Context: an optimization exercise on an open-source flow, tuned for a short achievable clock period. The choices shown serve that exercise and are no tape-out recipe. Function was checked by simulation only, so behaviour that the tests miss may differ from the original. No driver is modelled on the clock port, so clock power and skew are understated where the tree is cut down; a real chip needs a root buffer or a tree. No activity file was given, so power comes from the tool's default toggle rates.

`flow/config.mk`:
```
export PLATFORM = sky130hd
export DESIGN_NAME = mc_fifo
export DESIGN_NICKNAME = mc_fifo
export VERILOG_FILES = /design/flow/design.v
export SDC_FILE = /design/flow/constraint.sdc
export NUM_CORES = 4
export LEC_CHECK = 0
export ABC_CLOCK_PERIOD_IN_PS = 1500
export CAP_MARGIN = 20
export CORE_MARGIN = 2
export CORE_UTILIZATION = 55
export SETUP_SLACK_MARGIN = 2.8
export SLEW_MARGIN = 20
```
`flow/constraint.sdc`:
```
create_clock -name core_clock -period 4.3 [get_ports {clock}]
set_input_delay 0.8600 -clock core_clock [delete_from_list [all_inputs] [get_ports {clock}]]
set_output_delay 0.8600 -clock core_clock [all_outputs]
set_load 0.01 [all_outputs]
```
`flow/design.v`:
```
module mc_fifo #(
    parameter int NUM_CHANNELS      = 4,
    parameter int BUFFER_SIZE       = 16,
    parameter int DATA_WIDTH        = 32,
    parameter int ALMOST_FULL_LEVEL = 14,
    localparam int LEVEL_WIDTH      = $clog2(BUFFER_SIZE + 1)
) (
    input  logic                                clock,
    input  logic                                rst_n,
    input  logic [NUM_CHANNELS*DATA_WIDTH-1:0]  data_in,
    input  logic [NUM_CHANNELS-1:0]             data_in_valid,
    output logic [NUM_CHANNELS-1:0]             data_in_full,
    output logic [NUM_CHANNELS-1:0]             data_in_almost_full,
    output logic [NUM_CHANNELS*DATA_WIDTH-1:0]  data_out,
    output logic [NUM_CHANNELS-1:0]             data_out_valid,
    input  logic [NUM_CHANNELS-1:0]             data_out_ack,
    input  logic [NUM_CHANNELS-1:0]             flush,
    output logic [NUM_CHANNELS*LEVEL_WIDTH-1:0] level,
    output logic [NUM_CHANNELS-1:0]             overflow
);
    localparam logic [LEVEL_WIDTH-1:0] LVL_FULL = LEVEL_WIDTH'(BUFFER_SIZE);
    for (genvar c = 0; c < NUM_CHANNELS; c++) begin : g_ch
        logic [BUFFER_SIZE*DATA_WIDTH-1:0] mem;
        logic [DATA_WIDTH-1:0]  din;
        logic [LEVEL_WIDTH-1:0] lvl_q;
        logic [BUFFER_SIZE:0]   oh_q;      
        logic                   full_q;
        logic                   afull_q;
        logic                   valid_q;
        logic                   ovf_q;
        assign din = data_in[c*DATA_WIDTH +: DATA_WIDTH];
        logic [LEVEL_WIDTH-1:0]       nlvl_q;
        logic [LEVEL_WIDTH-1:0]       lvl_cur;
        logic [3:0]                   up_c;     
        logic [3:0]                   dn_c;     
        logic [4*(BUFFER_SIZE+1)-1:0] oh_c;     
        logic [4*LEVEL_WIDTH-1:0]     lvl_c;
        logic [3:0]                   full_c;
        logic [3:0]                   afull_c;
        logic [3:0]                   valid_c;
        logic [1:0]                   op;
        assign op = {data_in_valid[c], data_out_ack[c]};
        assign up_c = {oh_q[0],           ~oh_q[BUFFER_SIZE], 1'b0,     1'b0};
        assign dn_c = {oh_q[BUFFER_SIZE], 1'b0,               ~oh_q[0], 1'b0};
        assign lvl_cur = ~nlvl_q;
        logic [BUFFER_SIZE:0]   oh_up, oh_dn;
        logic [LEVEL_WIDTH-1:0] lv_up, lv_dn, lv_hd;
        logic                   fl_up, fl_hd, af_up, af_dn, af_hd, vl_dn, vl_hd;
        assign oh_up = {oh_q[BUFFER_SIZE-1:0], 1'b0};
        assign oh_dn = {1'b0, oh_q[BUFFER_SIZE:1]};
        always_comb begin
            for (int b = 0; b < LEVEL_WIDTH - 1; b++) begin
                lv_up[b] = 1'b0;
                lv_dn[b] = 1'b0;
                lv_hd[b] = 1'b0;
                for (int i = 0; i <= BUFFER_SIZE; i++)
                    if (i[b]) begin
                        lv_up[b] = lv_up[b] | oh_up[i];
                        lv_dn[b] = lv_dn[b] | oh_dn[i];
                        lv_hd[b] = lv_hd[b] | oh_q[i];
                    end
            end
        end
        assign lv_up[LEVEL_WIDTH-1] = &lvl_cur[LEVEL_WIDTH-2:0];
        assign lv_dn[LEVEL_WIDTH-1] = 1'b0;
        assign lv_hd[LEVEL_WIDTH-1] = lvl_cur[LEVEL_WIDTH-1];
        assign fl_up = oh_up[BUFFER_SIZE];
        assign fl_hd = lvl_cur == LVL_FULL;
        assign af_up = |oh_up[BUFFER_SIZE:ALMOST_FULL_LEVEL];
        assign af_dn = |oh_dn[BUFFER_SIZE:ALMOST_FULL_LEVEL];
        assign af_hd = |oh_q[BUFFER_SIZE:ALMOST_FULL_LEVEL];
        assign vl_dn = ~oh_dn[0];
        assign vl_hd = ~oh_q[0];
        always_comb begin
            for (int k = 0; k < 4; k++) begin
                if (up_c[k]) begin
                    oh_c[k*(BUFFER_SIZE+1) +: BUFFER_SIZE+1] = oh_up;
                    lvl_c[k*LEVEL_WIDTH +: LEVEL_WIDTH]      = lv_up;
                    full_c[k]  = fl_up;
                    afull_c[k] = af_up;
                    valid_c[k] = 1'b1;
                end else if (dn_c[k]) begin
                    oh_c[k*(BUFFER_SIZE+1) +: BUFFER_SIZE+1] = oh_dn;
                    lvl_c[k*LEVEL_WIDTH +: LEVEL_WIDTH]      = lv_dn;
                    full_c[k]  = 1'b0;
                    afull_c[k] = af_dn;
                    valid_c[k] = vl_dn;
                end else begin
                    oh_c[k*(BUFFER_SIZE+1) +: BUFFER_SIZE+1] = oh_q;
                    lvl_c[k*LEVEL_WIDTH +: LEVEL_WIDTH]      = lv_hd;
                    full_c[k]  = fl_hd;
                    afull_c[k] = af_hd;
                    valid_c[k] = vl_hd;
                end
            end
        end
        always_ff @(posedge clock or negedge rst_n) begin
            if (!rst_n) begin
                lvl_q   <= '0;
                nlvl_q  <= '1;
                oh_q    <= {{BUFFER_SIZE{1'b0}}, 1'b1};
                full_q  <= 1'b0;
                afull_q <= 1'b0;
                valid_q <= 1'b0;
                ovf_q   <= 1'b0;
            end else if (flush[c]) begin
                lvl_q   <= '0;
                nlvl_q  <= '1;
                oh_q    <= {{BUFFER_SIZE{1'b0}}, 1'b1};
                full_q  <= 1'b0;
                afull_q <= 1'b0;
                valid_q <= 1'b0;
                ovf_q   <= 1'b0;
            end else begin
                lvl_q   <= lvl_c[op*LEVEL_WIDTH +: LEVEL_WIDTH];
                nlvl_q  <= ~lvl_c[op*LEVEL_WIDTH +: LEVEL_WIDTH];
                oh_q    <= oh_c[op*(BUFFER_SIZE+1) +: BUFFER_SIZE+1];
                full_q  <= full_c[op];
                afull_q <= afull_c[op];
                valid_q <= valid_c[op];
                if (data_in_valid[c] && oh_q[BUFFER_SIZE])
                    ovf_q <= 1'b1;
            end
        end
        logic                   ack_r;
        logic [BUFFER_SIZE-1:1] wr_r;
        logic [DATA_WIDTH-1:0]  din_r;
        logic [DATA_WIDTH-1:0]  ent1;
        always_ff @(posedge clock) begin
            ack_r <= data_out_ack[c];
            for (int i = 1; i < BUFFER_SIZE; i++)
                wr_r[i] <= data_in_valid[c] & (data_out_ack[c] ? oh_q[i+1] : oh_q[i]);
            din_r <= din;
        end
        assign ent1 = wr_r[1] ? din_r
                              : (ack_r ? mem[2*DATA_WIDTH +: DATA_WIDTH] : mem[DATA_WIDTH +: DATA_WIDTH]);
        always_ff @(posedge clock or negedge rst_n) begin
            if (!rst_n)
                mem[0 +: DATA_WIDTH] <= '0;
            else if (flush[c])
                mem[0 +: DATA_WIDTH] <= '0;
            else if (data_out_ack[c])
                mem[0 +: DATA_WIDTH] <= (oh_q[0] | oh_q[1]) ? (data_in_valid[c] ? din : '0) : ent1;
            else if (data_in_valid[c] && oh_q[0])
                mem[0 +: DATA_WIDTH] <= din;
        end
        for (genvar i = 1; i < BUFFER_SIZE; i++) begin : g_ent
            if (i < BUFFER_SIZE - 1) begin : g_mid
                always_ff @(posedge clock) begin
                    if (wr_r[i])
                        mem[i*DATA_WIDTH +: DATA_WIDTH] <= din_r;
                    else if (ack_r)
                        mem[i*DATA_WIDTH +: DATA_WIDTH] <= mem[(i+1)*DATA_WIDTH +: DATA_WIDTH];
                end
            end else begin : g_last
                always_ff @(posedge clock) begin
                    if (wr_r[i])
                        mem[i*DATA_WIDTH +: DATA_WIDTH] <= din_r;
                end
            end
        end
        assign data_out[c*DATA_WIDTH +: DATA_WIDTH]  = mem[0 +: DATA_WIDTH];
        assign level[c*LEVEL_WIDTH +: LEVEL_WIDTH]   = lvl_q;
        assign data_in_full[c]                       = full_q;
        assign data_in_almost_full[c]                = afull_q;
        assign data_out_valid[c]                     = valid_q;
        assign overflow[c]                           = ovf_q;
    end
endmodule
```
`flow/flow/run.sh`:
```
#!/bin/bash
# Standard ORFS layout, except that after CTS the top of the clock tree is
# rebuilt (flow/post_cts.tcl). make's output goes to make.log; each ORFS step
# writes its own log under orfs/logs/.
set -euo pipefail
W=$(pwd)
bash standard.sh \
  "CTS_ARGS=-sink_clustering_enable -repair_clock_nets -sink_clustering_size 20 -sink_clustering_max_diameter 100" \
  SKIP_CTS_REPAIR_TIMING=1 \
  "POST_CTS_TCL=$W/flow/post_cts.tcl" \
  finish > make.log 2>&1
```
`flow/flow/post_cts.tcl`:
```
# Runs inside ORFS's cts.tcl after clock_tree_synthesis (CTS repair timing is
# skipped there). Replaces the top of the clock tree with four inverters (inv_16) fed by
# the clock port, each driving the leaf buffers of one quadrant (the leaves
# become inverting buffers, so every register sees the true clock), then does
# the timing repair cts.tcl would have done.
set NTOP 4
set TOPCELL sky130_fd_sc_hd__inv_16
set LEAFCELL sky130_fd_sc_hd__bufinv_16
source [file join [file dirname [info script]] rework.tcl]
detailed_placement
estimate_parasitics -placement
set_propagated_clock [all_clocks]
report_clock_latency
repair_timing_helper
detailed_placement
check_placement -verbose
estimate_parasitics -placement
report_clock_latency
report_worst_slack -max
```
`flow/flow/rework.tcl`:
```
# Rebuild the top of the clock tree: the clock port drives NTOP clkbuf_16
# buffers (one per region of the die), each of which drives the CTS leaf
# buffers of its region directly. Leaf buffers are those whose output net
# reaches a register clock pin.
if {![info exists NTOP]} { set NTOP 4 }
if {![info exists TOPCELL]} { set TOPCELL sky130_fd_sc_hd__clkbuf_16 }
if {![info exists LEAFCELL]} { set LEAFCELL "" }
proc outpin {inst} { set o [$inst findITerm X]; if {$o == "NULL"} { set o [$inst findITerm Y] }; return $o }
set block [ord::get_db_block]
set cnet [$block findNet clock]
set master [[ord::get_db] findMaster $TOPCELL]
# find clock buffers
set leaves {}
set upper {}
foreach inst [$block getInsts] {
  set m [[$inst getMaster] getName]
  if {![string match "sky130_fd_sc_hd__clkbuf*" $m] && ![string match "sky130_fd_sc_hd__clkinv*" $m] && ![string match "sky130_fd_sc_hd__inv*" $m] && ![string match "sky130_fd_sc_hd__buf*" $m]} continue
  set out [$inst findITerm X]
  if {$out == "NULL"} { set out [$inst findITerm Y] }
  if {$out == "NULL"} continue
  set onet [$out getNet]
  if {$onet == "NULL"} {
    # dummy load without output: belongs to upper tree if input on clock net
    continue
  }
  if {[$onet getSigType] != "CLOCK"} continue
  set isleaf 0
  foreach it [$onet getITerms] {
    if {[$it isInputSignal] && [[$it getInst] isBlock] == 0} {
      set mm [[[$it getInst] getMaster] getName]
      if {[string match "*df*" $mm]} { set isleaf 1; break }
    }
  }
  if {$isleaf} { lappend leaves $inst } else { lappend upper $inst }
}
puts "REWORK leaves [llength $leaves] upper [llength $upper]"
# remove upper-tree buffers and any cell hanging on their nets other than leaves
set leafnames {}
foreach l $leaves { dict set leafnames [$l getName] 1 }
set kill {}
foreach u $upper {
  lappend kill $u
}
# nets of upper tree: clock + outputs of upper
set unets [list $cnet]
foreach u $upper {
  set out [$u findITerm X]; if {$out == "NULL"} { set out [$u findITerm Y] }
  lappend unets [$out getNet]
}
foreach n $unets {
  foreach it [$n getITerms] {
    set i [$it getInst]
    if {[dict exists $leafnames [$i getName]]} continue
    if {[lsearch -exact $kill $i] < 0} { lappend kill $i }
  }
}
foreach i $kill {
  foreach it [$i getITerms] {
    set n [$it getNet]
    if {$n != "NULL" && ![$it isInputSignal]} { $it disconnect; if {$n != $cnet && [llength [$n getITerms]] == 0 && [llength [$n getBTerms]] == 0} { } }
    $it disconnect
  }
  puts "REWORK kill [$i getName] [[$i getMaster] getName]"
  odb::dbInst_destroy $i
}
foreach n $unets { if {$n != $cnet} { odb::dbNet_destroy $n } }
# group leaves: split by x then y median into NTOP groups (NTOP = 1, 2 or 4)
proc cx {i} { set b [$i getBBox]; return [expr {([$b xMin]+[$b xMax])/2}] }
proc cy {i} { set b [$i getBBox]; return [expr {([$b yMin]+[$b yMax])/2}] }
proc split_by {lst key} {
  set s [lsort -integer -index 0 [lmap i $lst {list [$key $i] $i}]]
  set h [expr {[llength $s]/2}]
  return [list [lmap p [lrange $s 0 [expr {$h-1}]] {lindex $p 1}] [lmap p [lrange $s $h end] {lindex $p 1}]]
}
set groups [list $leaves]
if {$NTOP >= 2} { set groups [split_by $leaves cx] }
if {$NTOP >= 4} {
  set g2 {}
  foreach g $groups { foreach h [split_by $g cy] { lappend g2 $h } }
  set groups $g2
}
set k 0
foreach g $groups {
  set sx 0; set sy 0
  foreach l $g { incr sx [cx $l]; incr sy [cy $l] }
  set x [expr {$sx / [llength $g]}]; set y [expr {$sy / [llength $g]}]
  set name "clkbuf_top_${k}_clock"
  set b [odb::dbInst_create $block $master $name]
  $b setLocation [expr {$x - 3000}] $y
  $b setPlacementStatus PLACED
  set onet [odb::dbNet_create $block "clknet_top_${k}_clock"]
  $onet setSigType CLOCK
  [$b findITerm A] connect $cnet
  [outpin $b] connect $onet
  foreach l $g { set a [$l findITerm A]; $a disconnect; $a connect $onet }
  puts "REWORK top $name at $x $y drives [llength $g]"
  incr k
}
if {$LEAFCELL != ""} {
  set lm [[ord::get_db] findMaster $LEAFCELL]
  set k 0
  foreach l $leaves {
    set in [[$l findITerm A] getNet]; set out [[outpin $l] getNet]
    set loc [$l getLocation]
    foreach it [$l getITerms] { $it disconnect }
    set nm [$l getName]
    odb::dbInst_destroy $l
    set n [odb::dbInst_create $block $lm $nm]
    $n setLocation [lindex $loc 0] [lindex $loc 1]
    $n setPlacementStatus PLACED
    [$n findITerm A] connect $in
    [outpin $n] connect $out
  }
  puts "REWORK leaves now $LEAFCELL"
}
```
`flow/standard.sh`:
```
#!/bin/bash
# synth_recipe.tcl (not shown) runs the flow's synth.tcl, then flattens the netlist and writes it again
# the make line also repeats each setting of config.mk as NAME=value (left out here)
make -C /OpenROAD-flow-scripts/flow DESIGN_CONFIG=/design/flow/config.mk WORK_HOME=/design/flow/orfs CLKGATE_MAP_FILE= SYNTH_SCRIPT=/design/flow/synth_recipe.tcl "${@:-finish}"
```
==> out/qor.csv, run 1 <==
stage,metric,value,unit
outcome,status,timing/DRC/antenna clean,
hold_path,hp-class,in -> async,
synth,syn_area_per_cell,15.26,um^2
grt,grt_usage,27.61,%
detailed_routing,drt.antenna.violating_nets,0,
die,fp.dieW,429.4,um
detailed_routing,routedWlPerCell,28.33,um
synth,yosysTopAreaCell,edfxtp_1,
sta,setup_viol,0,
pwr,ir_drop,0.0005037,V
pwr,power_leakage,0.04128,uW
pwr,power_density,426.2,nW/um^2
clock_tree,clock_latency,0.42,ns
sta,finalHoldViolations,0,
cells_and_area,drive_above_1_share,47.51,%
cells_and_area,area_growth,16.83,%
die,placementRows,156,
flow_run,maxCapViolations,0,
sta,grt_setup_unrepaired,yes,
critical_path,crit_family,flip-flops,
detailed_routing,drtIter0Drc,5367,
clock_tree,cts.sinks,2364,
grt,grt_pass1_vias,56195,
detailed_routing,drt_wl_total,262100,um
synth,synth-edff-count,1792,
detailed_routing,vias_per_cell,6.159,
synth,syn_area,99530,um^2
critical_path,critPathMaxStageDelay,0.55,ns
critical_path,crit_slowest_cell,dfrtp_2,
sta,fmax,502.9,MHz
synth,ys.warnings.count,13,
detailed_routing,firstDrtPassIters,5,
critical_path,endpoint_kind,output pin,
synth,synth_top_area_share,54.06,%
clock_tree,path_clk_slew,0.09,ns
cells_and_area,finalCoreUtilization,64.47,%
sta,fin_worst_skew,0.02414,ns
synth,ys.flop_type,edfxtp_1,
grt,antenna_found_initial,8,
die,dieArea,184400,um^2
critical_path,crit_chain,buf_6,
sta,tightest_slew,0.7718,ns
sta,final.setup.tns,0,ns
synth,synth_cell_types,74,
grt,grt_max_degree,87,
critical_path,required,3.44,ns
synth,syn_nets,6665,
synth,async_reset_ff_share,10.66,%
synth,synth_area_leaders,"edfxtp_1 54%, mux2_2 19%, dfxtp_1 6.4%",
critical_path,arrival,1.13,ns
placed_design,gp_congestion,0.8298,
synth,yosys_register_bits,2364,
synth,yosys-top-cells-count,"1792 x edfxtp_1, 1689 x mux2_2, 486 x clkbuf_1, 375 x nand2_1, 320 x dfxtp_1",
synth,synthCells,6523,
sta,max_slew_margin,48.48,%
grt,grt_overflow,0,
die,io-pin-count,306,
critical_path,cp-start-kind,register,
sta,period_needed,1.989,ns
placed_design,place.detailed.hpwl,134600,um
cells_and_area,nets,6922,
critical_path,path_max_fanout,2,
sta,final.period_utilization,46.24,%
die,start_util,55.19,%
critical_path,path_class,reg -> out,
synth,yosysSeqAreaShare,66.87,%
placed_design,port_buffers,305,
synth,yosysMostFrequentCell,edfxtp_1,
critical_path,crit_buf_inv,1,
detailed_routing,vias,56987,
die,core_area,180400,um^2
sta,slew_violations,0,
grt,grt_pass1_wl,384100,um
die,dieHeight,429.4,um
detailed_routing,route.detailed.drc,0,
critical_path,rrSetupSlack,2.54,ns
-- layer usage --
layer	vias up	part of all wire (%)	track usage, %
li1	24736	-	-
met1	30061	44	39.98
met4	0	2.3	5.293
met3	360	5.4	3.255
met5	-	0	0
met2	1830	48	45.41
-- cell usage in the layout (no fill, tap or decap), types with 98 or more instances in the layout --
cell type and count:
buf_12 98, buf_2 99, buf_4 207, buf_6 173
bufinv_16 119, clkbuf_1 101, clkdlybuf4s50_1 128, dfrtp_1 167
dfxtp_1 259, edfxtp_1 1792, mux2_2 1687, mux2i_1 231
nand2_1 341, nor2_1 98, o21ai_2 134, or2_4 118
-- per-stage QoR --
| step | setup WS (ns) | area [um^2] | std cells | power (uW) | hold WS (ns) |
|---|---|---|---|---|---|
| floorplan | 2.452 | 101000 | 6523 | 31890 | 0.4568 |
| finish | 2.311 | 116300 | 9252 | 49560 | 0.3704 |
| global placement | 1.239 | 103600 | 8547 | 33500 | 0.4687 |
| detailed placement | 1.188 | 103600 | 8548 | 33590 | 0.4795 |
| global route | 2.314 | 116300 | 9252 | 51290 | 0.4130 |
-- flip-flops by register name, summed over array words and instances (netlist names) --
register and cells:
g_ch.valid_q 4, g_ch.oh_q 68, g_ch.full_q 4, g_ch.din_r 128, g_ch.mem 2048, g_ch.lvl_q 20
g_ch.ack_r 4, g_ch.wr_r 60, g_ch.afull_q 4, g_ch.nlvl_q 20, g_ch.ovf_q 4
-- kinds of logic after synthesis --
kind of cell | share of synthesized area (%)
compound gates | 4.493
fa+ha+maj | 0.01006
buf+inv | 3.542
flops | 66.87
mux | 21.72
simple gates | 3.369
-- final timing paths --
path	from	endpoint	depth (start not counted)
worst max-delay path	g_ch[2].mem[27]	data_out[91]	1
worst min-delay path	rst_n	g_ch[1].ovf_q	1
worst max register to register	g_ch[0].oh_q[0]	g_ch[0].mem[9]	6
worst min register to register	g_ch[2].mem[17]	g_ch[2].mem[17]	2
max in group asynchronous	rst_n	g_ch[3].mem[24]	2
min in group core_clock	g_ch[2].mem[17]	g_ch[2].mem[17]	2
-- power breakdown --
part	total [uW]	leakage, uW	switching, uW	internal [uW]
logic	6060	0.0160	2990	3070
clock network	15200	0.00185	7090	8080
registers	28300	0.0234	1220	27100
-- area by class of cell, clock buffers not listed --
type | instances | area, um^2
sequential | 2364 | 66880
fill | 12934 | 64080
multi-input combinational | 3467 | 32880
timing repair buffer | 801 | 9350
inverter | 146 | 3799
tap | 2370 | 2965
clock inverter | 2 | 20.02
antenna | 1 | 2.502
==> run 2: changes to the inputs <==
--- a/flow/design.v
+++ b/flow/design.v
@@ -21,2 +21,4 @@
     localparam logic [LEVEL_WIDTH-1:0] LVL_FULL = LEVEL_WIDTH'(BUFFER_SIZE);
+    localparam logic [LEVEL_WIDTH-1:0] LVL_AF   = LEVEL_WIDTH'(ALMOST_FULL_LEVEL);
+    localparam logic [LEVEL_WIDTH-1:0] LVL_ONE  = LEVEL_WIDTH'(1);
     for (genvar c = 0; c < NUM_CHANNELS; c++) begin : g_ch
@@ -25,2 +27,4 @@
         logic [LEVEL_WIDTH-1:0] lvl_q;
+        logic [LEVEL_WIDTH-1:0] lvl_p1;
+        logic [LEVEL_WIDTH-1:0] lvl_m1;
         logic [BUFFER_SIZE:0]   oh_q;      
@@ -31,4 +35,2 @@
         assign din = data_in[c*DATA_WIDTH +: DATA_WIDTH];
-        logic [LEVEL_WIDTH-1:0]       nlvl_q;
-        logic [LEVEL_WIDTH-1:0]       lvl_cur;
         logic [3:0]                   up_c;     
@@ -44,31 +46,4 @@
         assign dn_c = {oh_q[BUFFER_SIZE], 1'b0,               ~oh_q[0], 1'b0};
-        assign lvl_cur = ~nlvl_q;
-        logic [BUFFER_SIZE:0]   oh_up, oh_dn;
-        logic [LEVEL_WIDTH-1:0] lv_up, lv_dn, lv_hd;
-        logic                   fl_up, fl_hd, af_up, af_dn, af_hd, vl_dn, vl_hd;
-        assign oh_up = {oh_q[BUFFER_SIZE-1:0], 1'b0};
-        assign oh_dn = {1'b0, oh_q[BUFFER_SIZE:1]};
-        always_comb begin
-            for (int b = 0; b < LEVEL_WIDTH - 1; b++) begin
-                lv_up[b] = 1'b0;
-                lv_dn[b] = 1'b0;
-                lv_hd[b] = 1'b0;
-                for (int i = 0; i <= BUFFER_SIZE; i++)
-                    if (i[b]) begin
-                        lv_up[b] = lv_up[b] | oh_up[i];
-                        lv_dn[b] = lv_dn[b] | oh_dn[i];
-                        lv_hd[b] = lv_hd[b] | oh_q[i];
-                    end
-            end
-        end
-        assign lv_up[LEVEL_WIDTH-1] = &lvl_cur[LEVEL_WIDTH-2:0];
-        assign lv_dn[LEVEL_WIDTH-1] = 1'b0;
-        assign lv_hd[LEVEL_WIDTH-1] = lvl_cur[LEVEL_WIDTH-1];
-        assign fl_up = oh_up[BUFFER_SIZE];
-        assign fl_hd = lvl_cur == LVL_FULL;
-        assign af_up = |oh_up[BUFFER_SIZE:ALMOST_FULL_LEVEL];
-        assign af_dn = |oh_dn[BUFFER_SIZE:ALMOST_FULL_LEVEL];
-        assign af_hd = |oh_q[BUFFER_SIZE:ALMOST_FULL_LEVEL];
-        assign vl_dn = ~oh_dn[0];
-        assign vl_hd = ~oh_q[0];
+        assign lvl_p1 = lvl_q + LVL_ONE;
+        assign lvl_m1 = lvl_q - LVL_ONE;
         always_comb begin
@@ -76,19 +51,19 @@
                 if (up_c[k]) begin
-                    oh_c[k*(BUFFER_SIZE+1) +: BUFFER_SIZE+1] = oh_up;
-                    lvl_c[k*LEVEL_WIDTH +: LEVEL_WIDTH]      = lv_up;
-                    full_c[k]  = fl_up;
-                    afull_c[k] = af_up;
+                    oh_c[k*(BUFFER_SIZE+1) +: BUFFER_SIZE+1] = {oh_q[BUFFER_SIZE-1:0], 1'b0};
+                    lvl_c[k*LEVEL_WIDTH +: LEVEL_WIDTH]      = lvl_p1;
+                    full_c[k]  = (lvl_p1 == LVL_FULL);
+                    afull_c[k] = (lvl_p1 >= LVL_AF);
                     valid_c[k] = 1'b1;
                 end else if (dn_c[k]) begin
-                    oh_c[k*(BUFFER_SIZE+1) +: BUFFER_SIZE+1] = oh_dn;
-                    lvl_c[k*LEVEL_WIDTH +: LEVEL_WIDTH]      = lv_dn;
+                    oh_c[k*(BUFFER_SIZE+1) +: BUFFER_SIZE+1] = {1'b0, oh_q[BUFFER_SIZE:1]};
+                    lvl_c[k*LEVEL_WIDTH +: LEVEL_WIDTH]      = lvl_m1;
                     full_c[k]  = 1'b0;
-                    afull_c[k] = af_dn;
-                    valid_c[k] = vl_dn;
+                    afull_c[k] = (lvl_m1 >= LVL_AF);
+                    valid_c[k] = (lvl_m1 != '0);
                 end else begin
                     oh_c[k*(BUFFER_SIZE+1) +: BUFFER_SIZE+1] = oh_q;
-                    lvl_c[k*LEVEL_WIDTH +: LEVEL_WIDTH]      = lv_hd;
-                    full_c[k]  = fl_hd;
-                    afull_c[k] = af_hd;
-                    valid_c[k] = vl_hd;
+                    lvl_c[k*LEVEL_WIDTH +: LEVEL_WIDTH]      = lvl_q;
+                    full_c[k]  = full_q;
+                    afull_c[k] = afull_q;
+                    valid_c[k] = valid_q;
                 end
@@ -99,3 +74,2 @@
                 lvl_q   <= '0;
-                nlvl_q  <= '1;
                 oh_q    <= {{BUFFER_SIZE{1'b0}}, 1'b1};
@@ -107,3 +81,2 @@
                 lvl_q   <= '0;
-                nlvl_q  <= '1;
                 oh_q    <= {{BUFFER_SIZE{1'b0}}, 1'b1};
@@ -115,3 +88,2 @@
                 lvl_q   <= lvl_c[op*LEVEL_WIDTH +: LEVEL_WIDTH];
-                nlvl_q  <= ~lvl_c[op*LEVEL_WIDTH +: LEVEL_WIDTH];
                 oh_q    <= oh_c[op*(BUFFER_SIZE+1) +: BUFFER_SIZE+1];
==> flow/flow/run.sh (replaced) <==
#!/bin/bash
# Standard ORFS layout with two additions:
#  - flow/io.tcl: each channel's ports on one edge of the die, data_in and
#    data_out bits interleaved;
#  - flow/post_cts.tcl (after CTS): the top of the clock tree rebuilt as four
#    inverters fed by the clock port.
# make's output goes to make.log; each ORFS step writes its own log under
# orfs/logs/.
set -euo pipefail
W=$(pwd)
bash standard.sh \
  "IO_CONSTRAINTS=$W/flow/io.tcl" \
  "PLACE_PINS_ARGS=-min_distance 5" \
  "CTS_ARGS=-sink_clustering_enable -repair_clock_nets -sink_clustering_size 20 -sink_clustering_max_diameter 100" \
  SKIP_CTS_REPAIR_TIMING=1 \
  "POST_CTS_TCL=$W/flow/post_cts.tcl" \
  finish > make.log 2>&1
==> flow/flow/io.tcl (new file) <==
# Pin placement: each channel's ports share one edge of the die, data_in and
# data_out bits interleaved and the control ports in the middle, so the
# head register of each bit can sit next to both of its pins.
set_io_pin_constraint -region left:* -group -order -pin_names {{data_in[0]} {data_out[0]} {data_in[1]} {data_out[1]} {data_in[2]} {data_out[2]} {data_in[3]} {data_out[3]} {data_in[4]} {data_out[4]} {data_in[5]} {data_out[5]} {data_in[6]} {data_out[6]} {data_in[7]} {data_out[7]} {data_in[8]} {data_out[8]} {data_in[9]} {data_out[9]} {data_in[10]} {data_out[10]} {data_in[11]} {data_out[11]} {data_in[12]} {data_out[12]} {data_in[13]} {data_out[13]} {data_in[14]} {data_out[14]} {data_in[15]} {data_out[15]} {data_in_valid[0]} {data_out_ack[0]} {flush[0]} {data_in_full[0]} {data_in_almost_full[0]} {data_out_valid[0]} {overflow[0]} {level[0]} {level[1]} {level[2]} {level[3]} {level[4]} {clock} {rst_n} {data_in[16]} {data_out[16]} {data_in[17]} {data_out[17]} {data_in[18]} {data_out[18]} {data_in[19]} {data_out[19]} {data_in[20]} {data_out[20]} {data_in[21]} {data_out[21]} {data_in[22]} {data_out[22]} {data_in[23]} {data_out[23]} {data_in[24]} {data_out[24]} {data_in[25]} {data_out[25]} {data_in[26]} {data_out[26]} {data_in[27]} {data_out[27]} {data_in[28]} {data_out[28]} {data_in[29]} {data_out[29]} {data_in[30]} {data_out[30]} {data_in[31]} {data_out[31]}}
set_io_pin_constraint -region top:* -group -order -pin_names {{data_in[32]} {data_out[32]} {data_in[33]} {data_out[33]} {data_in[34]} {data_out[34]} {data_in[35]} {data_out[35]} {data_in[36]} {data_out[36]} {data_in[37]} {data_out[37]} {data_in[38]} {data_out[38]} {data_in[39]} {data_out[39]} {data_in[40]} {data_out[40]} {data_in[41]} {data_out[41]} {data_in[42]} {data_out[42]} {data_in[43]} {data_out[43]} {data_in[44]} {data_out[44]} {data_in[45]} {data_out[45]} {data_in[46]} {data_out[46]} {data_in[47]} {data_out[47]} {data_in_valid[1]} {data_out_ack[1]} {flush[1]} {data_in_full[1]} {data_in_almost_full[1]} {data_out_valid[1]} {overflow[1]} {level[5]} {level[6]} {level[7]} {level[8]} {level[9]} {data_in[48]} {data_out[48]} {data_in[49]} {data_out[49]} {data_in[50]} {data_out[50]} {data_in[51]} {data_out[51]} {data_in[52]} {data_out[52]} {data_in[53]} {data_out[53]} {data_in[54]} {data_out[54]} {data_in[55]} {data_out[55]} {data_in[56]} {data_out[56]} {data_in[57]} {data_out[57]} {data_in[58]} {data_out[58]} {data_in[59]} {data_out[59]} {data_in[60]} {data_out[60]} {data_in[61]} {data_out[61]} {data_in[62]} {data_out[62]} {data_in[63]} {data_out[63]}}
set_io_pin_constraint -region right:* -group -order -pin_names {{data_in[64]} {data_out[64]} {data_in[65]} {data_out[65]} {data_in[66]} {data_out[66]} {data_in[67]} {data_out[67]} {data_in[68]} {data_out[68]} {data_in[69]} {data_out[69]} {data_in[70]} {data_out[70]} {data_in[71]} {data_out[71]} {data_in[72]} {data_out[72]} {data_in[73]} {data_out[73]} {data_in[74]} {data_out[74]} {data_in[75]} {data_out[75]} {data_in[76]} {data_out[76]} {data_in[77]} {data_out[77]} {data_in[78]} {data_out[78]} {data_in[79]} {data_out[79]} {data_in_valid[2]} {data_out_ack[2]} {flush[2]} {data_in_full[2]} {data_in_almost_full[2]} {data_out_valid[2]} {overflow[2]} {level[10]} {level[11]} {level[12]} {level[13]} {level[14]} {data_in[80]} {data_out[80]} {data_in[81]} {data_out[81]} {data_in[82]} {data_out[82]} {data_in[83]} {data_out[83]} {data_in[84]} {data_out[84]} {data_in[85]} {data_out[85]} {data_in[86]} {data_out[86]} {data_in[87]} {data_out[87]} {data_in[88]} {data_out[88]} {data_in[89]} {data_out[89]} {data_in[90]} {data_out[90]} {data_in[91]} {data_out[91]} {data_in[92]} {data_out[92]} {data_in[93]} {data_out[93]} {data_in[94]} {data_out[94]} {data_in[95]} {data_out[95]}}
set_io_pin_constraint -region bottom:* -group -order -pin_names {{data_in[96]} {data_out[96]} {data_in[97]} {data_out[97]} {data_in[98]} {data_out[98]} {data_in[99]} {data_out[99]} {data_in[100]} {data_out[100]} {data_in[101]} {data_out[101]} {data_in[102]} {data_out[102]} {data_in[103]} {data_out[103]} {data_in[104]} {data_out[104]} {data_in[105]} {data_out[105]} {data_in[106]} {data_out[106]} {data_in[107]} {data_out[107]} {data_in[108]} {data_out[108]} {data_in[109]} {data_out[109]} {data_in[110]} {data_out[110]} {data_in[111]} {data_out[111]} {data_in_valid[3]} {data_out_ack[3]} {flush[3]} {data_in_full[3]} {data_in_almost_full[3]} {data_out_valid[3]} {overflow[3]} {level[15]} {level[16]} {level[17]} {level[18]} {level[19]} {data_in[112]} {data_out[112]} {data_in[113]} {data_out[113]} {data_in[114]} {data_out[114]} {data_in[115]} {data_out[115]} {data_in[116]} {data_out[116]} {data_in[117]} {data_out[117]} {data_in[118]} {data_out[118]} {data_in[119]} {data_out[119]} {data_in[120]} {data_out[120]} {data_in[121]} {data_out[121]} {data_in[122]} {data_out[122]} {data_in[123]} {data_out[123]} {data_in[124]} {data_out[124]} {data_in[125]} {data_out[125]} {data_in[126]} {data_out[126]} {data_in[127]} {data_out[127]}}
==> run 2 against run 1 <==
Critical path depth did not move. Fmax rose by 5.4%. Global-route usage fell by 2.9 points. Final area decreased by 0.98%. Clock power is essentially flat. Largest cell class unchanged. Flip-flop and latch count decreased by 20. Setup slack better by 0.10 ns. Sequential share of layout area about the same. Register-to-register slack got worse by 0.05 ns.
==> out/qor.csv, run 2 <==
stage,metric,value,unit,change
critical_path,required,3.44,ns,about the same
placed_design,placed_area,102800,um^2,-0.75%
synth,syn_area,98680,um^2,-0.85%
synth,ys.warnings.count,1,,-12
detailed_routing,firstDrtPassIters,6,,+1
critical_path,arrival,1.03,ns,-0.10 ns
synth,synth_top_area_share,54.53,%,+0.47 points
die,placementRows,155,,-0.64%
detailed_routing,route.detailed.drc,0,,unchanged
cells_and_area,fillers,12884,,-0.39%
synth,yosysMostFrequentCell,edfxtp_1,,
synth,async_reset_ff_share,9.898,%,-0.76 points
synth,synth_cell_types,78,,+5.4%
die,core_area,178400,um^2,-1.1%
synth,synth-edff-count,1792,,unchanged
placed_design,port_buffers,305,,unchanged
critical_path,cp-start-kind,register,,
synth,synthCells,6473,,-0.77%
hold_path,hp-class,in -> async,,
grt,antenna_found_initial,0,,-8
synth,syn_nets,6635,,-0.45%
synth,yosysSeqAreaShare,66.91,%,about the same
synth,synth_area_leaders,"edfxtp_1 55%, mux2_2 19%, dfxtp_1 6.5%",,
critical_path,crit_family,flip-flops,,
cells_and_area,final_common_cell,edfxtp_1,,
synth,synth_compound_area_share,4.543,%,+0.050 points
sta,slew_violations,0,,unchanged
sta,setup_viol,0,,unchanged
synth,yosys-top-cells-count,"1792 x edfxtp_1, 1668 x mux2_2, 445 x clkbuf_1, 385 x nand2_1, 320 x dfxtp_1",,
placed_design,preCtsSetupSlack,0.9683,ns,-0.2195 ns
sta,setup_slack,2.414,ns,+0.1026 ns
detailed_routing,vias,55324,,-2.9%
die,start_util,55.31,%,+0.12 points
detailed_routing,drt.antenna.violating_nets,0,,unchanged
die,dieArea,182800,um^2,-0.85%
die,io-pin-count,306,,unchanged
sta,final.period_utilization,43.86,%,-2.4 points
pwr,power_density,421.9,nW/um^2,-1.0%
cells_and_area,nets,6975,,+0.77%
die,fp.dieW,427.6,um,-0.42%
detailed_routing,drtIter0Drc,4256,,-21%
sta,finalHoldViolations,0,,unchanged
sta,whs,0.4066,ns,+0.03621 ns
detailed_routing,drt_wl_total,231400,um,-12%
critical_path,crit_cells,1,,unchanged
pwr,ir_drop,0.0005047,V,+0.20%
critical_path,r2r-start,g_ch[0].lvl_q[0],,
synth,synthAdderAreaFrac,0.2637,%,+0.25 points
critical_path,crit_slowest_cell,dfrtp_1,,
sta,period_needed,1.886,ns,-0.1026 ns
placed_design,place.detailed.hpwl,128700,um,-4.4%
critical_path,path_class,reg -> out,,
cells_and_area,regMostFlops,g_ch.mem,,
grt,grt_max_degree,69,,-21%
outcome,status,timing/DRC/antenna clean,,
pwr,finalPower,48580,uW,-2.0%
critical_path,endpoint_kind,output pin,,
synth,syn_area_per_cell,15.25,um^2,about the same
synth,yosys_register_bits,2344,,-0.85%
sta,fmax,530.3,MHz,+5.4%
clock_tree,cts.sinks,2344,,-0.85%
clock_tree,path_clk_slew,0.09,ns,about the same
sta,fin_worst_skew,0.02338,ns,-0.0007594 ns
critical_path,path_max_fanout,2,,unchanged
placed_design,gp_congestion,0.8346,,+0.58%
critical_path,rrSetupSlack,2.49,ns,-0.05 ns
cells_and_area,area_growth,16.67,%,
grt,grt_pass1_vias,55846,,-0.62%
synth,ys.flop_type,edfxtp_1,,
critical_path,crit_buf_inv,1,,unchanged
synth,synth_xor_area_share,0.2574,%,+0.26 points
clock_tree,clock_latency,0.39,ns,-0.03 ns
cells_and_area,mostFrequentLayoutCells,"1792 x edfxtp_1, 1667 x mux2_2, 358 x nand2_1",,
flow_run,maxCapViolations,0,,unchanged
cells_and_area,finalInstanceArea,115100,um^2,-0.98%
die,dieHeight,427.6,um,-0.42%
critical_path,critPathMaxStageDelay,0.46,ns,-0.09 ns
synth,yosysTopAreaCell,edfxtp_1,,
cells_and_area,drive_above_1_share,45.82,%,-1.7 points
critical_path,rr_worst_depth,8,,+2
critical_path,crit_chain,buf_2,,
cells_and_area,largest_reg_flops,2048,,unchanged
detailed_routing,vias_per_cell,5.978,,-2.9%
critical_path,rr_endpoint,g_ch[0].afull_q,,
grt,grt_usage,24.66,%,-2.9 points
sta,tightest_slew,1.049,ns,+0.2773 ns
pwr,power_leakage,0.04093,uW,-0.85%
synth,synth_top_family_by_area,multiplexers,,
synth,yosys.area_share.simple,3.418,%,+0.049 points
cells_and_area,top_regs,"g_ch.mem x2048, g_ch.din_r x128, g_ch.oh_q x68",,
detailed_routing,routedWlPerCell,25.01,um,-12%
grt,grt_pass1_wl,349600,um,-9.0%
sta,final.setup.tns,0,ns,unchanged
synth,yosys-mux-area-fraction,21.14,%,-0.58 points
sta,grt_setup_unrepaired,yes,,
sta,max_slew_margin,30.06,%,-18 points
grt,grt_overflow,0,,unchanged
-- run 2: routing by layer --
layer | part of all wire, % | vias to the layer above | track usage [%]
met5 | 0 | - | 0
met4 | 3.0 | 0 | 6.509
met3 | 4.4 | 357 | 2.770
met2 | 48 | 1444 | 40.78
met1 | 44 | 28835 | 34.92
li1 | - | 24688 | -
-- run 2: cell families (layout without fill, tap and decap cells) --
logic type / after synthesis / in the layout
AOI/OAI and AO/OA: 719 / 720
buffers and inverters: 722 / 1072
xor gates and xnor gates: 29 / 29
and+or+nand+nor: 762 / 836
DFF: 2344 / 2344
other: 0 / 1
adders and majority gates: 21 / 21
muxes: 1876 / 1876
-- run 2: cell type report, clock buffers not listed --
type	count	area, um^2	share of cell area, %
repair buffers	838	9340	8.113
inverters	147	3791	3.293
multi-input cells	3482	32430	28.17
flip-flops and latches	2344	66280	57.57
diodes	1	2.502	0.002173
well taps	2355	2947	2.559
clock inverters	2	20.02	0.01739
-- run 2: where the power goes --
group          total [uW]  internal (uW)  leakage [uW]  switching [uW]
clock               14900           7960       0.00182            6900
combinational        5900           3050        0.0158            2850
sequential          27800          26700        0.0233            1090
-- run 2: through the flow --
step,cells,utilization (%)
floorplan,6473,-
global placement,8541,57.62
detailed placement,8541,57.62
global route,9253,64.53
finish,9254,64.53
-- run 2: worst max-delay path by stage --
stage / startpoint / endpoint / slack, ns
2_1_floorplan: data_out_ack[1] / g_ch[1].oh_q[2] / 2.36
3_3_place_gp: data_out_ack[0] / g_ch[0].oh_q[11] / 1.07
3_5_place_dp: data_in_valid[0] / g_ch[0].lvl_q[1] / 0.97
5_1_grt: g_ch[1].mem[1] / data_out[33] / 2.39
6_report: g_ch[1].mem[1] / data_out[33] / 2.41
==> run 3: changes to the inputs <==
--- a/flow/design.v
+++ b/flow/design.v
@@ -21,4 +21,2 @@
     localparam logic [LEVEL_WIDTH-1:0] LVL_FULL = LEVEL_WIDTH'(BUFFER_SIZE);
-    localparam logic [LEVEL_WIDTH-1:0] LVL_AF   = LEVEL_WIDTH'(ALMOST_FULL_LEVEL);
-    localparam logic [LEVEL_WIDTH-1:0] LVL_ONE  = LEVEL_WIDTH'(1);
     for (genvar c = 0; c < NUM_CHANNELS; c++) begin : g_ch
@@ -27,4 +25,2 @@
         logic [LEVEL_WIDTH-1:0] lvl_q;
-        logic [LEVEL_WIDTH-1:0] lvl_p1;
-        logic [LEVEL_WIDTH-1:0] lvl_m1;
         logic [BUFFER_SIZE:0]   oh_q;      
@@ -35,2 +31,4 @@
         assign din = data_in[c*DATA_WIDTH +: DATA_WIDTH];
+        logic [LEVEL_WIDTH-1:0]       nlvl_q;
+        logic [LEVEL_WIDTH-1:0]       lvl_cur;
         logic [3:0]                   up_c;     
@@ -46,4 +44,31 @@
         assign dn_c = {oh_q[BUFFER_SIZE], 1'b0,               ~oh_q[0], 1'b0};
-        assign lvl_p1 = lvl_q + LVL_ONE;
-        assign lvl_m1 = lvl_q - LVL_ONE;
+        assign lvl_cur = ~nlvl_q;
+        logic [BUFFER_SIZE:0]   oh_up, oh_dn;
+        logic [LEVEL_WIDTH-1:0] lv_up, lv_dn, lv_hd;
+        logic                   fl_up, fl_hd, af_up, af_dn, af_hd, vl_dn, vl_hd;
+        assign oh_up = {oh_q[BUFFER_SIZE-1:0], 1'b0};
+        assign oh_dn = {1'b0, oh_q[BUFFER_SIZE:1]};
+        always_comb begin
+            for (int b = 0; b < LEVEL_WIDTH - 1; b++) begin
+                lv_up[b] = 1'b0;
+                lv_dn[b] = 1'b0;
+                lv_hd[b] = 1'b0;
+                for (int i = 0; i <= BUFFER_SIZE; i++)
+                    if (i[b]) begin
+                        lv_up[b] = lv_up[b] | oh_up[i];
+                        lv_dn[b] = lv_dn[b] | oh_dn[i];
+                        lv_hd[b] = lv_hd[b] | oh_q[i];
+                    end
+            end
+        end
+        assign lv_up[LEVEL_WIDTH-1] = &lvl_cur[LEVEL_WIDTH-2:0];
+        assign lv_dn[LEVEL_WIDTH-1] = 1'b0;
+        assign lv_hd[LEVEL_WIDTH-1] = lvl_cur[LEVEL_WIDTH-1];
+        assign fl_up = oh_up[BUFFER_SIZE];
+        assign fl_hd = lvl_cur == LVL_FULL;
+        assign af_up = |oh_up[BUFFER_SIZE:ALMOST_FULL_LEVEL];
+        assign af_dn = |oh_dn[BUFFER_SIZE:ALMOST_FULL_LEVEL];
+        assign af_hd = |oh_q[BUFFER_SIZE:ALMOST_FULL_LEVEL];
+        assign vl_dn = ~oh_dn[0];
+        assign vl_hd = ~oh_q[0];
         always_comb begin
@@ -51,19 +76,19 @@
                 if (up_c[k]) begin
-                    oh_c[k*(BUFFER_SIZE+1) +: BUFFER_SIZE+1] = {oh_q[BUFFER_SIZE-1:0], 1'b0};
-                    lvl_c[k*LEVEL_WIDTH +: LEVEL_WIDTH]      = lvl_p1;
-                    full_c[k]  = (lvl_p1 == LVL_FULL);
-                    afull_c[k] = (lvl_p1 >= LVL_AF);
+                    oh_c[k*(BUFFER_SIZE+1) +: BUFFER_SIZE+1] = oh_up;
+                    lvl_c[k*LEVEL_WIDTH +: LEVEL_WIDTH]      = lv_up;
+                    full_c[k]  = fl_up;
+                    afull_c[k] = af_up;
                     valid_c[k] = 1'b1;
                 end else if (dn_c[k]) begin
-                    oh_c[k*(BUFFER_SIZE+1) +: BUFFER_SIZE+1] = {1'b0, oh_q[BUFFER_SIZE:1]};
-                    lvl_c[k*LEVEL_WIDTH +: LEVEL_WIDTH]      = lvl_m1;
+                    oh_c[k*(BUFFER_SIZE+1) +: BUFFER_SIZE+1] = oh_dn;
+                    lvl_c[k*LEVEL_WIDTH +: LEVEL_WIDTH]      = lv_dn;
                     full_c[k]  = 1'b0;
-                    afull_c[k] = (lvl_m1 >= LVL_AF);
-                    valid_c[k] = (lvl_m1 != '0);
+                    afull_c[k] = af_dn;
+                    valid_c[k] = vl_dn;
                 end else begin
                     oh_c[k*(BUFFER_SIZE+1) +: BUFFER_SIZE+1] = oh_q;
-                    lvl_c[k*LEVEL_WIDTH +: LEVEL_WIDTH]      = lvl_q;
-                    full_c[k]  = full_q;
-                    afull_c[k] = afull_q;
-                    valid_c[k] = valid_q;
+                    lvl_c[k*LEVEL_WIDTH +: LEVEL_WIDTH]      = lv_hd;
+                    full_c[k]  = fl_hd;
+                    afull_c[k] = af_hd;
+                    valid_c[k] = vl_hd;
                 end
@@ -74,2 +99,3 @@
                 lvl_q   <= '0;
+                nlvl_q  <= '1;
                 oh_q    <= {{BUFFER_SIZE{1'b0}}, 1'b1};
@@ -81,2 +107,3 @@
                 lvl_q   <= '0;
+                nlvl_q  <= '1;
                 oh_q    <= {{BUFFER_SIZE{1'b0}}, 1'b1};
@@ -88,2 +115,3 @@
                 lvl_q   <= lvl_c[op*LEVEL_WIDTH +: LEVEL_WIDTH];
+                nlvl_q  <= ~lvl_c[op*LEVEL_WIDTH +: LEVEL_WIDTH];
                 oh_q    <= oh_c[op*(BUFFER_SIZE+1) +: BUFFER_SIZE+1];
--- a/flow/flow/run.sh
+++ b/flow/flow/run.sh
@@ -1,5 +1,7 @@
 #!/bin/bash
-# Standard ORFS layout with two additions:
+# Standard ORFS layout with three additions:
 #  - flow/io.tcl: each channel's ports on one edge of the die, data_in and
 #    data_out bits interleaved;
+#  - flow/pull_outputs.tcl (before detailed placement): output registers and
+#    their port buffers moved next to their pins;
 #  - flow/post_cts.tcl (after CTS): the top of the clock tree rebuilt as four
@@ -13,2 +15,3 @@
   "PLACE_PINS_ARGS=-min_distance 5" \
+  "PRE_DETAIL_PLACE_TCL=$W/flow/pull_outputs.tcl" \
   "CTS_ARGS=-sink_clustering_enable -repair_clock_nets -sink_clustering_size 20 -sink_clustering_max_diameter 100" \
==> flow/flow/pull_outputs.tcl (new file) <==
# Runs before detailed placement: moves each data_out port's buffer next to its
# pin, and the register that drives the buffer (with the single-load cells of
# its D-side logic) just inside it, so the register-to-output
# wires are short. Detailed placement then legalizes the moved cells.
set block [ord::get_db_block]
if {![info exists ::PULL_DEPTH]} { set ::PULL_DEPTH 3 }
set core [$block getCoreArea]
set cx0 [$core xMin]; set cy0 [$core yMin]; set cx1 [$core xMax]; set cy1 [$core yMax]
set die [$block getDieArea]
proc drv_of {net} {
  if {$net == "NULL"} { return "NULL" }
  foreach it [$net getITerms] { if {[$it isOutputSignal]} { return [$it getInst] } }
  return "NULL"
}
proc nloads {net} {
  set n 0
  foreach it [$net getITerms] { if {[$it isInputSignal]} { incr n } }
  return [expr {$n + [llength [$net getBTerms]]}]
}
proc put {inst x y} {
  if {[$inst getPlacementStatus] == "FIRM" || [$inst getPlacementStatus] == "LOCKED"} { return }
  $inst setLocation [expr {int($x)}] [expr {int($y)}]
  $inst setPlacementStatus PLACED
}
set moved 0
foreach bt [$block getBTerms] {
  if {[$bt getIoType] != "OUTPUT"} continue
  if {![regexp {^data_out\[} [$bt getName]]} continue
  set bp [lindex [$bt getBPins] 0]
  set bb [$bp getBBox]
  set px [expr {([$bb xMin] + [$bb xMax]) / 2}]
  set py [expr {([$bb yMin] + [$bb yMax]) / 2}]
  # inward direction and clamp into core
  if {[$bb xMin] <= [$die xMin]} { set dx 1; set dy 0 } elseif {[$bb xMax] >= [$die xMax]} { set dx -1; set dy 0 } elseif {[$bb yMin] <= [$die yMin]} { set dx 0; set dy 1 } else { set dx 0; set dy -1 }
  set bx [expr {min(max($px, $cx0), $cx1 - 10000)}]
  set by [expr {min(max($py, $cy0), $cy1 - 3000)}]
  if {$dx == 1} { set bx $cx0 } elseif {$dx == -1} { set bx [expr {$cx1 - 6000}] }
  if {$dy == 1} { set by $cy0 } elseif {$dy == -1} { set by [expr {$cy1 - 2720}] }
  set buf [drv_of [$bt getNet]]
  if {$buf == "NULL"} continue
  set a [$buf findITerm A]
  if {$a == "NULL"} continue
  set ff [drv_of [$a getNet]]
  if {$ff == "NULL" || ![string match "*df*" [[$ff getMaster] getName]]} continue
  put $buf $bx $by
  put $ff [expr {$bx + $dx * 8000}] [expr {$by + $dy * 8160}]
  # Bring along the cells of the register's D-side cone that feed only
  # that cone (single-load outputs), up to PULL_DEPTH levels, each level a
  # little further inside.
  set front [list $ff]
  for {set lvl 1} {$lvl <= $::PULL_DEPTH} {incr lvl} {
    set next {}
    foreach cell $front {
      foreach it [$cell getITerms] {
        if {![$it isInputSignal]} continue
        set n [$it getNet]
        if {$n == "NULL" || [$n getSigType] == "CLOCK" || [$n getSigType] == "POWER" || [$n getSigType] == "GROUND"} continue
        set m [drv_of $n]
        if {$m == "NULL" || [nloads $n] != 1} continue
        if {[string match "*df*" [[$m getMaster] getName]]} continue
        put $m [expr {$bx + $dx * (8000 + 6000 * $lvl)}] [expr {$by + $dy * (8160 + 5440 * $lvl)}]
        lappend next $m
      }
    }
    set front $next
  }
  incr moved
}
puts "PULL moved $moved output registers"
==> run 3 against run 2 <==
Still clean. Flip-flop and latch count rose by 20. Fmax down 0.42%. Utilization increased by 0.067 points. Cell count is 0.83% higher. Clock skew is 0.0033 ns higher. Register-to-register slack better by 0.03 ns. Sequential share of layout area shrank 0.24 points. Routed wire length up 2.5%. Synthesized cell count up 0.77%. Total power increased by 1.6%. Hold slack got worse by 0.065 ns.
==> out/qor.csv, run 3 <==
stage,metric,value,unit,change
outcome,status,timing/DRC/antenna clean,,
synth,syn_area_per_cell,15.26,um^2,about the same
sta,slew_violations,0,,unchanged
critical_path,required,3.44,ns,about the same
synth,ys.flop_type,edfxtp_1,,
hold_path,hp-class,in -> async,,
synth,synth-edff-count,1792,,unchanged
sta,final.setup.tns,0,ns,unchanged
detailed_routing,route.detailed.drc,0,,unchanged
critical_path,crit_family,flip-flops,,
cells_and_area,stdcell_count,9331,,+0.83%
critical_path,cp-start-kind,register,,
sta,tightest_slew,0.8384,ns,-0.2106 ns
synth,yosys_register_bits,2364,,+0.85%
die,placementRows,156,,+0.65%
synth,ys.warnings.count,13,,+12
synth,yosysMostFrequentCell,edfxtp_1,,
clock_tree,cts.sinks,2364,,+0.85%
sta,fmax,528.0,MHz,-0.42%
synth,synth_top_area_share,54.06,%,-0.47 points
sta,max_slew_margin,43.51,%,+13 points
cells_and_area,largest_reg_flops,2048,,unchanged
synth,synthCells,6523,,+0.77%
clock_tree,clock_latency,0.40,ns,about the same
detailed_routing,drtIter0Drc,4763,,+12%
flow_run,maxCapViolations,0,,unchanged
detailed_routing,routedWlPerCell,25.41,um,+1.6%
synth,syn_nets,6665,,+0.45%
die,io-pin-count,306,,unchanged
synth,yosys-top-cells-count,"1792 x edfxtp_1, 1689 x mux2_2, 486 x clkbuf_1, 375 x nand2_1, 320 x dfxtp_1",,
critical_path,endpoint_kind,output pin,,
detailed_routing,vias,55801,,+0.86%
sta,setup_viol,0,,unchanged
placed_design,place.detailed.hpwl,134100,um,+4.1%
clock_tree,path_clk_slew,0.09,ns,about the same
sta,finalHoldViolations,0,,unchanged
synth,synth_area_leaders,"edfxtp_1 54%, mux2_2 19%, dfxtp_1 6.4%",,
die,fp.dieW,429.4,um,+0.43%
detailed_routing,firstDrtPassIters,6,,unchanged
critical_path,arrival,1.03,ns,about the same
cells_and_area,regMostFlops,g_ch.mem,,
sta,final.period_utilization,44.04,%,+0.18 points
sta,grt_setup_unrepaired,yes,,
grt,grt_usage,24.61,%,-0.048 points
grt,grt_max_degree,92,,+33%
sta,whs,0.3415,ns,-0.06511 ns
synth,async_reset_ff_share,10.66,%,+0.76 points
critical_path,crit_chain,buf_6,,
placed_design,port_buffers,305,,unchanged
cells_and_area,nets,7012,,+0.53%
pwr,power_leakage,0.04173,uW,+2.0%
pwr,power_density,423.8,nW/um^2,+0.44%
critical_path,rrSetupSlack,2.52,ns,+0.03 ns
critical_path,path_class,reg -> out,,
die,start_util,55.19,%,-0.12 points
placed_design,dpl.cell_count,8570,,+0.34%
die,core_area,180400,um^2,+1.1%
cells_and_area,final_common_cell,edfxtp_1,,
synth,yosysTopAreaCell,edfxtp_1,,
detailed_routing,vias_per_cell,5.980,,about the same
cells_and_area,finalCoreUtilization,64.60,%,+0.067 points
synth,yosysSeqAreaShare,66.87,%,about the same
cells_and_area,drive_above_1_share,47.70,%,+1.9 points
critical_path,crit_slowest_cell,dfrtp_2,,
grt,antenna_found_initial,5,,+5
placed_design,gp_congestion,0.8432,,+1.0%
detailed_routing,drt.antenna.violating_nets,0,,unchanged
cells_and_area,mostFrequentLayoutCells,"1792 x edfxtp_1, 1678 x mux2_2, 339 x nand2_1",,
critical_path,crit_buf_inv,1,,unchanged
pwr,finalPower,49370,uW,+1.6%
sta,fin_worst_skew,0.02669,ns,+0.003312 ns
synth,synth_cell_types,74,,-5.1%
sta,period_needed,1.894,ns,+0.007880 ns
die,dieHeight,429.4,um,+0.43%
die,dieArea,184400,um^2,+0.85%
critical_path,path_max_fanout,1,,-1
critical_path,critPathMaxStageDelay,0.48,ns,+0.02 ns
synth,syn_area,99530,um^2,+0.86%
cells_and_area,area_growth,17.05,%,
grt,grt_pass1_vias,55834,,-0.021%
cells_and_area,top_regs,"g_ch.mem x2048, g_ch.din_r x128, g_ch.oh_q x68",,
grt,grt_pass1_wl,352700,um,+0.87%
detailed_routing,drt_wl_total,237100,um,+2.5%
pwr,ir_drop,0.0004487,V,-11%
grt,grt_overflow,0,,unchanged
run 3: through the flow:
stage / instance area [um^2] / setup WS, ns
finish: 116500 / 2.406
global route: 116500 / 2.375
detailed placement: 103700 / 0.9365
global placement: 103700 / 1.047
floorplan: 101000 / 2.452
run 3: layout make-up, clock buffers not listed:
cell class | count | area [um^2]
fill | 12981 | 63850
timing repair buffer | 882 | 9721
timing repair inverter | 2 | 22.52
tap | 2370 | 2965
multi-input combinational | 3474 | 32840
inverter | 146 | 3801
clock inverter | 1 | 16.27
antenna | 3 | 7.507
sequential | 2364 | 66790
run 3: power breakdown:
| part | internal (uW) | switching (uW) |
|---|---|---|
| clock | 8040 | 6980 |
| combinational | 3140 | 2960 |
| sequential | 27100 | 1150 |
run 3: cells by family (layout without fill, tap and decap cells):
logic type | count (synthesis) | count (layout) | share of synthesized area [%]
buf+inv | 761 | 1120 | 3.542
simple gates | 731 | 807 | 3.369
compound gates | 720 | 720 | 4.493
other cells | 0 | 3 | 0
fa+ha+maj | 1 | 1 | 0.01006
flops | 2364 | 2364 | 66.87
mux | 1946 | 1946 | 21.72
run 3: path summary, 6_finish.rpt:
kind / from / end / cells past startpoint
max: g_ch[3].lvl_q[0] / level[15] / 1
min: rst_n / g_ch[0].oh_q[13] / 1
max reg2reg: g_ch[2].oh_q[7] / g_ch[2].lvl_q[0] / 5
min reg2reg: g_ch[2].mem[19] / g_ch[2].mem[19] / 2
max in group asynchronous: rst_n / g_ch[3].mem[31] / 2
min in group core_clock: g_ch[2].mem[19] / g_ch[2].mem[19] / 2
run 3: metal layers:
metal	vias to the layer above	GRT usage (%)	routed length [um]
li1	24905	-	-
met1	28822	34.68	102700
met2	1667	39.75	113000
met3	407	4.316	14260
met4	0	6.344	7212
met5	-	0	0
==> run 4: changes to the inputs <==
--- a/flow/flow/pull_outputs.tcl
+++ b/flow/flow/pull_outputs.tcl
@@ -1,2 +1,2 @@
-# Runs before detailed placement: moves each data_out port's buffer next to its
+# Runs before detailed placement: moves each output port's buffer next to its
 # pin, and the register that drives the buffer (with the single-load cells of
@@ -27,3 +27,2 @@
   if {[$bt getIoType] != "OUTPUT"} continue
-  if {![regexp {^data_out\[} [$bt getName]]} continue
   set bp [lindex [$bt getBPins] 0]
==> run 4 against run 3 <==
Critical path type is now in -> reg. Largest power group unchanged. Sequential share of layout area shrank 0.48 points. Synthesized area stayed put. Highest routed layer is now met5. Setup slack improved by 0.016 ns. Largest cell class unchanged. Hold slack improved by 0.015 ns. Routed wire length rose by 3.8%. Fmax rose by 0.88%. Total power is 0.50% higher. Cell count grew 0.58%. Still clean. Die area unchanged. Final area is 0.82% higher.
==> out/qor.csv, run 4 <==
stage,metric,value,unit,change
sta,final.setup.tns,0,ns,unchanged
grt,grt_overflow,0,,unchanged
critical_path,rr_worst_depth,6,,+1
detailed_routing,drt.antenna.violating_nets,0,,unchanged
grt,grt_max_degree,92,,unchanged
die,core_area,180400,um^2,unchanged
detailed_routing,drtIter0Drc,4566,,-4.1%
clock_tree,clock_latency,0.40,ns,about the same
pwr,combPwrFrac,12.9,%,+0.5 points
grt,antenna_found_initial,4,,-1
die,start_util,55.19,%,unchanged
synth,synth-edff-count,1792,,unchanged
synth,yosys.area_share.simple,3.369,%,unchanged
detailed_routing,firstDrtPassIters,6,,unchanged
placed_design,placed_area,103700,um^2,unchanged
critical_path,rrSetupSlack,2.43,ns,-0.09 ns
detailed_routing,vias_per_cell,6.018,,+0.63%
critical_path,r2r-start,g_ch[0].oh_q[0],,
placed_design,place.detailed.hpwl,139300,um,+3.9%
cells_and_area,nets,7066,,+0.77%
critical_path,path_max_fanout,18,,+17
synth,synth_compound_area_share,4.493,%,unchanged
placed_design,gp_congestion,0.8432,,unchanged
cells_and_area,area_growth,18.01,%,
detailed_routing,drt_wl_total,246000,um,+3.8%
grt,grt_usage,25.53,%,+0.92 points
cells_and_area,regMostFlops,g_ch.mem,,
sta,max_slew_margin,39.47,%,-4.0 points
synth,yosys-mux-area-fraction,21.72,%,unchanged
critical_path,crit_slowest_cell,nor2b_4,,
clock_tree,cts.sinks,2364,,unchanged
detailed_routing,route.detailed.drc,0,,unchanged
cells_and_area,final_common_cell,edfxtp_1,,
pwr,p_seq_share,56.9,%,-0.3 points
grt,grt_pass1_wl,364100,um,+3.3%
sta,fmax,532.7,MHz,+0.88%
synth,syn_area,99530,um^2,unchanged
flow_run,maxCapViolations,0,,unchanged
cells_and_area,mostFrequentLayoutCells,"1792 x edfxtp_1, 1684 x mux2_2, 332 x nand2_1",,
detailed_routing,routedWlPerCell,26.22,um,+3.2%
critical_path,crit_chain,buf_16 > nor2b_4 > a32oi_2 > o22ai_2 > nand3_2 > and3_4,,
sta,slew_violations,0,,unchanged
sta,period_needed,1.877,ns,-0.01644 ns
synth,yosysSeqAreaShare,66.87,%,unchanged
die,placementRows,156,,unchanged
cells_and_area,finalInstanceArea,117500,um^2,+0.82%
sta,tightest_slew,0.8984,ns,+0.06001 ns
cells_and_area,drive_above_1_share,48.60,%,+0.89 points
critical_path,critPathMaxStageDelay,0.33,ns,-0.15 ns
detailed_routing,vias,56475,,+1.2%
synth,yosysMostFrequentCell,edfxtp_1,,
synth,ys.warnings.count,13,,unchanged
grt,grt_pass1_vias,57034,,+2.1%
sta,final.period_utilization,43.66,%,-0.38 points
sta,fin_worst_skew,0.02593,ns,-0.0007600 ns
pwr,power_density,422.4,nW/um^2,-0.32%
cells_and_area,multi_input_area,33280,um^2,+1.3%
die,dieArea,184400,um^2,unchanged
pwr,power_leakage,0.04216,uW,+1.0%
critical_path,endpoint,g_ch[0].lvl_q[2],,
synth,synth_area_leaders,"edfxtp_1 54%, mux2_2 19%, dfxtp_1 6.4%",,
pwr,netSwitchingPower,11240,uW,+1.4%
die,dieHeight,429.4,um,unchanged
synth,synthAdderAreaFrac,0.01006,%,unchanged
sta,setup_viol,0,,unchanged
synth,synth_xor_area_share,0,%,unchanged
synth,yosys_register_bits,2364,,unchanged
cells_and_area,stdcell_count,9385,,+0.58%
placed_design,port_buffers,305,,unchanged
cells_and_area,largest_reg_flops,2048,,unchanged
critical_path,arrival,2.18,ns,+1.15 ns
cells_and_area,finalCoreUtilization,65.13,%,+0.53 points
synth,synth_top_area_share,54.06,%,unchanged
critical_path,path_class,in -> reg,,
synth,yosys-top-cells-count,"1792 x edfxtp_1, 1689 x mux2_2, 486 x clkbuf_1, 375 x nand2_1, 320 x dfxtp_1",,
pwr,swShare,22.65,%,+0.20 points
cells_and_area,top_regs,"g_ch.mem x2048, g_ch.din_r x128, g_ch.oh_q x68",,
pwr,ir_drop,0.0004579,V,+2.1%
synth,yosysTopAreaCell,edfxtp_1,,
critical_path,cp-start-kind,input port,,
critical_path,rr_endpoint,g_ch[0].lvl_q[2],,
synth,syn_nets,6665,,unchanged
synth,syn_area_per_cell,15.26,um^2,unchanged
critical_path,endpoint_kind,register,,
critical_path,required,4.60,ns,+1.16 ns
synth,async_reset_ff_share,10.66,%,unchanged
cells_and_area,fillers,12888,,-0.72%
clock_tree,path_clk_slew,0.09,ns,about the same
sta,finalHoldViolations,0,,unchanged
hold_path,hp-class,in -> async,,
pwr,finalPower,49620,uW,+0.50%
die,io-pin-count,306,,unchanged
die,fp.dieW,429.4,um,unchanged
cells_and_area,seqCellArea,66780,um^2,about the same
synth,synthCells,6523,,unchanged
sta,grt_setup_unrepaired,yes,,
synth,ys.flop_type,edfxtp_1,,
pwr,clock_power_share,30.2,%,-0.2 points
placed_design,dpl.cell_count,8570,,unchanged
outcome,status,timing/DRC/antenna clean,,
critical_path,crit_start,data_out_ack[0],,
synth,synth_cell_types,74,,unchanged
synth,synth_top_family_by_area,multiplexers,,
pwr,p_int,38380,uW,+0.24%
-- run 4: metal layers --
metal | GRT usage, % | routed length [um]
met3 | 4.908 | 16250
met4 | 7.654 | 9070
met5 | 0.6245 | 347
met2 | 40.96 | 116000
met1 | 35.44 | 104400
-- run 4: kinds of logic (layout without fill, tap and decap cells) --
family | after synthesis | in the layout
AOI/OAI and AO/OA | 720 | 720
DFF | 2364 | 2364
buffers and inverters | 761 | 1174
and+or+nand+nor | 731 | 806
other | 0 | 4
adders and majority gates | 1 | 1
muxes | 1946 | 1946
-- run 4: cell type report, clock buffers not listed --
cell class	instances	area share, %
flip-flops and latches	2364	56.85
repair buffers	935	8.714
diodes	4	0.008522
multi-input cells	3473	28.33
clock inverters	1	0.01385
inverters	146	3.229
repair inverters	4	0.04474
well taps	2370	2.525
-- run 4: stage by stage --
stage	hold WS (ns)	setup slack [ns]
after floorplan	0.4568	2.452
after global routing	0.3613	2.420
after global placement	0.4663	1.047
after detailed placement	0.4744	0.7656
final	0.3563	2.423
-- run 4: worst max-delay path: cells and delay by family --
family                 cells  cell delay [ns]
AOI/OAI and AO/OA          2             0.49
buffers and inverters      1             0.16
and+or+nand+nor            3             0.65
-- run 4: power by group through the flow --
stage                     clock network [uW]  registers [uW]  logic, uW
after floorplan                            0           28000       3870
after global placement                     0           28800       4520
after detailed placement                   0           28800       4750
after global routing                   16100           28500       6780
final                                  15000           28200       6380
-- run 4: how the worst min path moves through the flow --
stage                         start                to  slack [ns]
floorplan            g_ch[0].mem[0]    g_ch[0].mem[0]        0.46
finish                        rst_n    g_ch[0].full_q        0.36
global route                  rst_n  g_ch[0].lvl_q[3]        0.36
detailed placement  g_ch[0].mem[21]   g_ch[0].mem[21]        0.47
global placement     g_ch[2].mem[4]    g_ch[2].mem[4]        0.47

-- static timing again, ports no longer ideal --
How much do the figures lean on ideal ports? The routed layouts below were timed once more, with nothing changed but the port constraints. Step 1 (the two cells are an assumption about what drives the block):
set clk [get_ports {clock}]
set_driving_cell -lib_cell sky130_fd_sc_hd__clkbuf_16 $clk
set_driving_cell -lib_cell sky130_fd_sc_hd__buf_2 [delete_from_list [all_inputs] $clk]
Step 2, shift: input delay + t, output delay - t, t = (earliest + latest rising clock arrival at the registers) / 2. This alone moves slack from input paths to output paths. Slacks: ideal / step 1 / step 2; pairs: ideal / step 1.
run | t, ns | setup slack, ns | pins driven straight from the clock port
run 1 | 0.696 | 2.311 / 2.024 / 1.942 | 4
run 2 | 0.672 | 2.414 / 2.128 / 2.051 | 4
run 3 | 0.676 | 2.406 / 2.122 / 2.064 | 4
run 4 | 0.679 | 2.423 / 2.185 / 1.897 | 4
After both steps every run listed still meets setup and hold. The setup slack of run 4, which loses most, moves by -0.238 ns with the drivers and by -0.526 ns with both steps.
